Source: an optimization exercise on an open RTL-to-GDS flow (aim: small area, a short achievable clock period and few clock cycles per item). Production flows keep margins and buffers that such runs may drop.
At most, simulation tests tie the RTL to the original design; equivalence was not proved.

// cos_unit
module cos_unit (
    input  logic        clock,
    input  logic        arst_n,
    input  logic        clk_en,
    input  logic        start,
    input  logic [31:0] dataa,
    output logic [31:0] result,
    output logic        done
);
clock: 8.0 ns
lec_check: 0
abc_area: 1
cap_margin: 20
core_margin: 2
core_utilization: 45
gpl_routability_driven: 0
setup_slack_margin: 4.8
slew_margin: 20
tns_end_percent: 100
standard.sh (not shown) runs the stock make flow with config.mk's settings and CLKGATE_MAP_FILE= SYNTH_SCRIPT=/design/flow/synth_recipe.tcl, a recipe that flattens the netlist after the stock synthesis.
==> flow/flow/run.sh <==
#!/bin/bash
# Standard layout, but the port buffers are buf_2 cells instead of the delay
# buffers buffer_ports picks by default. Full tool output goes to standard_flow.log.
set -euo pipefail
bash standard.sh "BUFFER_PORTS_ARGS=-buffer_cell sky130_fd_sc_hd__buf_2" finish > standard_flow.log 2>&1
Testbench counts at the start, summed over its fixed seeds: cycles 7,168, items 512.
Change:
GPL_ROUTABILITY_DRIVEN = not set   (was 0)
SETUP_SLACK_MARGIN = 4.9   (was 4.8)
Outcome: Sequential share of layout area is lower by 0.83 points. Setup slack gets better by 0.046 ns. Final cell count is higher by 1.3%. Via count is higher by 2.6%. Fmax is higher by 1.5%. Wire length is higher by 6.2%.
Change:
ABC_AREA = 0   (was 1)
SETUP_SLACK_MARGIN = 4.8   (was 4.9)
The new run ran to the end with no violations.
Count of clock-buffer cells in the layout stays the same.
Hold slack barely changes.
Maximum frequency decreases by 20%.
Synthesized area went down by 11%.
Design area falls by 0.82%.
Worst setup slack is worse by 0.75 ns.
Change:
ABC_AREA = 1   (was 0)
Outcome: Final area came out lower by a few percent. Fmax came out higher by a quarter to a third. Utilization came out lower by 9.6 points. Cell count came out higher by well over a third. Global-route usage came out higher by 0.74 points. Worst setup slack gets better by 0.76 ns. Clock-buffer cell count does not change. Hold slack gets worse by 0.0076 ns.
Change:
TNS_END_PERCENT = 20   (was 100)
Effect: First-iteration DRC count grows by 2.7%; worst setup slack degrades by 0.10 ns.
Change:
PLACE_DENSITY = 0.72   (was not set)
TNS_END_PERCENT = 100   (was 20)
Outcome: Synthesized area stays the same; design area is higher by 0.88%; critical path depth is unchanged; setup slack improved by 0.054 ns; wire length is lower by 4.3%; die area stays the same.


Setup of run 1:
Starting RTL as in the previous note.
export LEC_CHECK = 0
export ABC_AREA = 1
export CAP_MARGIN = 20
export CORE_MARGIN = 2
export CORE_UTILIZATION = 45
export SETUP_SLACK_MARGIN = 4.8
export SLEW_MARGIN = 20
export TNS_END_PERCENT = 50
create_clock -name core_clock -period 8.0 [get_ports {clock}]
Scripts as last shown in full above: flow/flow/run.sh
Run 1 completed end to end with timing, DRC and antenna clean.
Testbench counts of run 1, summed over its fixed seeds: cycles 7,168, items 512.
--- input diff run 1..run 2 ---
Settings: TNS_END_PERCENT changed from 50 to 100; CTS_BUF_LIST newly set to sky130_fd_sc_hd__clkbuf_8.
==> comparison <==
- In the tables for run 2 and run 1, worst-skew pair later-pin latency reads lower with run 1.
- Final-stage net count: run 2 vs run 1 — no meaningful difference
- Changes observed in run 2 relative to run 1: worst setup slack has increased; global-route track usage on met1 has increased; global-route usage has remained practically unchanged; maximum frequency has increased.
- Diff run 1 -> run 2: routed wire length went up about 1%; number of cells on the worst reg-to-reg path went down by 1; number of setup buffers added after CTS saw a decrease.
Input-level comparison between run 3 and run 2:
Settings: a change of ABC_AREA from 1 to 0; a change of SETUP_SLACK_MARGIN from 4.8 to 4.5; a deleted CTS_BUF_LIST that had been sky130_fd_sc_hd__clkbuf_8.
Results
The flow did not stop early for run 3: all stages ran, and the layout cleared the timing, design-rule and antenna checks. Run 3 vs run 2 — total wire length dropped by more than 10%. Run 3 against run 2: max-slew headroom at the worst pin went down by 7.9 points; achievable clock frequency -61 MHz. Run 3 reports its launch point of the critical path as cordic_rotator_inst.sel[1]$_DFFE_PP_ while run 2 reports clk_en.
For run 4, these inputs were changed with respect to run 3:
Settings: SETUP_SLACK_MARGIN now 4.7, was 4.5; ABC_AREA now 1, was 0.
Summary — register fraction of the total cell area, run 4 relative to run 3: higher, by 0.47 points. The lower global-route track usage on met1 of run 4 and run 3 is in run 3. Run 4 — total area of multi-input combinational cells about 6% lower, run 3 as reference. Max sequential fraction of the synthesis area across run 4 and run 3: run 3.


## wip/zinc
Another version of the RTL of cos_unit (not shown whole).
Size in the first run: ~120 flip-flops, about 69 I/O pins, about 14000 um^2 of cells after synthesis.
==> flow/config.mk <==
export PLATFORM = sky130hd
export DESIGN_NAME = cos_unit
export DESIGN_NICKNAME = cos_unit
export VERILOG_FILES = /design/flow/design.v
export SDC_FILE = /design/flow/constraint.sdc
export NUM_CORES = 4
export LEC_CHECK = 0
export ABC_AREA = 1
export CAP_MARGIN = 20
export CORE_MARGIN = 2
export CORE_UTILIZATION = 60
export SETUP_SLACK_MARGIN = 4.5
export SLEW_MARGIN = 20
export TNS_END_PERCENT = 100
==> flow/constraint.sdc <==
create_clock -name core_clock -period 8.0 [get_ports {clock}]
set_input_delay 1.6000 -clock core_clock [delete_from_list [all_inputs] [get_ports {clock}]]
set_output_delay 1.6000 -clock core_clock [all_outputs]
set_load 0.01 [all_outputs]
Scripts as last shown in full above: flow/flow/run.sh
In summary, wip/zinc completed successfully, with a layout that passed the timing, design-rule and antenna checks.
Setup changes, wip/zinc to wip/garnet
==> flow/run.sh (new file) <==
#!/bin/bash
# synth_recipe.tcl (not shown) runs the flow's synth.tcl, then flattens the netlist and writes it again
# the make line also repeats each setting of config.mk as NAME=value (left out here)
make -C /OpenROAD-flow-scripts/flow DESIGN_CONFIG=/design/flow/config.mk WORK_HOME=/design/flow/orfs CLKGATE_MAP_FILE= SYNTH_SCRIPT=/design/flow/synth_recipe.tcl finish
removed: flow/flow/run.sh
removed: flow/standard.sh
Results
Looking at summed area of non-filler cells in the final layout across both flows, wip/garnet is the weaker of the two, with wip/zinc ahead.
Cmp wip/zinc and wip/garnet / met3 routed wirelength / higher: wip/garnet
Share of final-layout standard cells stronger than drive strength 1 down 2.1 points in wip/garnet wrt wip/zinc
Utilization wip/zinc -> wip/garnet: up
No functional check of the RTL was part of any run of this note.


== old ==
Starting RTL as in the previous note.
export LEC_CHECK = 0
export ABC_AREA = 1
export CAP_MARGIN = 20
export CORE_MARGIN = 2
export CORE_UTILIZATION = 60
export SETUP_SLACK_MARGIN = 4.5
export SLEW_MARGIN = 20
export TNS_END_PERCENT = 100
create_clock -name core_clock -period 8.0 [get_ports {clock}]
==> flow/flow/run.sh <==
#!/bin/bash
# Standard layout, but the port buffers are buf_2 cells instead of the delay
# buffers buffer_ports picks by default, and sizing may change a cell's
# footprint. Full tool output goes to standard_flow.log.
set -euo pipefail
bash standard.sh "BUFFER_PORTS_ARGS=-buffer_cell sky130_fd_sc_hd__buf_2" MATCH_CELL_FOOTPRINT=0 finish > standard_flow.log 2>&1
Both conditions hold for old: the flow ran to the end and the final layout passed the timing, design-rule and antenna checks.
Input-level comparison between new and old:
- a change of SETUP_SLACK_MARGIN from 4.5 to 4.0
==> flow/run.sh (new file) <==
#!/bin/bash
# synth_recipe.tcl (not shown) runs the flow's synth.tcl, then flattens the netlist and writes it again
# the make line also repeats each setting of config.mk as NAME=value (left out here)
make -C /OpenROAD-flow-scripts/flow DESIGN_CONFIG=/design/flow/config.mk WORK_HOME=/design/flow/orfs CLKGATE_MAP_FILE= SYNTH_SCRIPT=/design/flow/synth_recipe.tcl finish
removed: flow/flow/run.sh
removed: flow/standard.sh
## What came out
Measured against new, the number of buffers outside the clock class in the layout of old comes out at 1.4 times the reference value.
old has a higher critical path depth than new.
Looking only at final critical-path setup slack, and setting everything else aside, the lower value of new and old goes to new.
From old to new the numbers moved as follows: wire length on met3 has decreased, minimum clock period saw an increase, final non-filler cell area went down 780 um^2.
As of new, final cell count had fallen slightly compared to old.
Function was not checked in any run of this note: the RTL went through the layout flow alone.

port drivers added, routing unchanged:
Ports are ideal in the flow. The routed layouts listed here were re-timed in OpenROAD.
Step 1 assumes that a clkbuf_16 drives the clock port and a buf_2 every other input.
Step 2 moves the port delays by t, midway between the first and last clock arrival at a register: inputs arrive t later, outputs are due t later. That takes back most of the time a late clock gives input paths.
Three values: ideal ports, drivers, drivers and shift; two values: the first two.
run | shift t [ns] | setup slack, ns | clock arrival spread, ns | pins driven straight from the clock port
the first run of note 1 | 0.520 | 4.892 / 4.892 / 4.457 | 0.020 / 0.020 | 1
the second run of note 1 | 0.540 | 4.938 / 4.938 / 4.538 | 0.016 / 0.016 | 1
the third run of note 1 | 0.497 | 4.188 / 4.188 / 4.188 | 0.014 / 0.015 | 1
the fourth run of note 1 | 0.534 | 4.945 / 4.956 / 4.445 | 0.015 / 0.014 | 1
the fifth run of note 1 | 0.534 | 4.840 / 4.840 / 4.428 | 0.015 / 0.015 | 1
the sixth run of note 1 | 0.514 | 4.894 / 4.894 / 4.549 | 0.013 / 0.013 | 1
run 1 | 0.536 | 4.878 / 4.878 / 4.417 | 0.014 / 0.014 | 1
run 2 | 0.615 | 4.910 / 4.913 / 4.326 | 0.027 / 0.027 | 1
run 3 | 0.504 | 4.193 / 4.193 / 4.126 | 0.015 / 0.014 | 1
run 4 | 0.538 | 4.822 / 4.822 / 4.322 | 0.015 / 0.015 | 1
wip/zinc | 0.497 | 4.466 / 4.466 / 4.215 | 0.016 / 0.017 | 1
wip/garnet | 0.484 | 4.555 / 4.501 / 4.142 | 0.016 / 0.016 | 1
old | 0.500 | 4.332 / 4.332 / 4.201 | 0.017 / 0.016 | 1
new | 0.488 | 4.106 / 4.053 / 3.799 | 0.018 / 0.018 | 1
After both steps setup and hold are still met in every run listed. The setup slack of run 2, which loses most, moves by +0.003 ns with the drivers and by -0.584 ns with both steps.
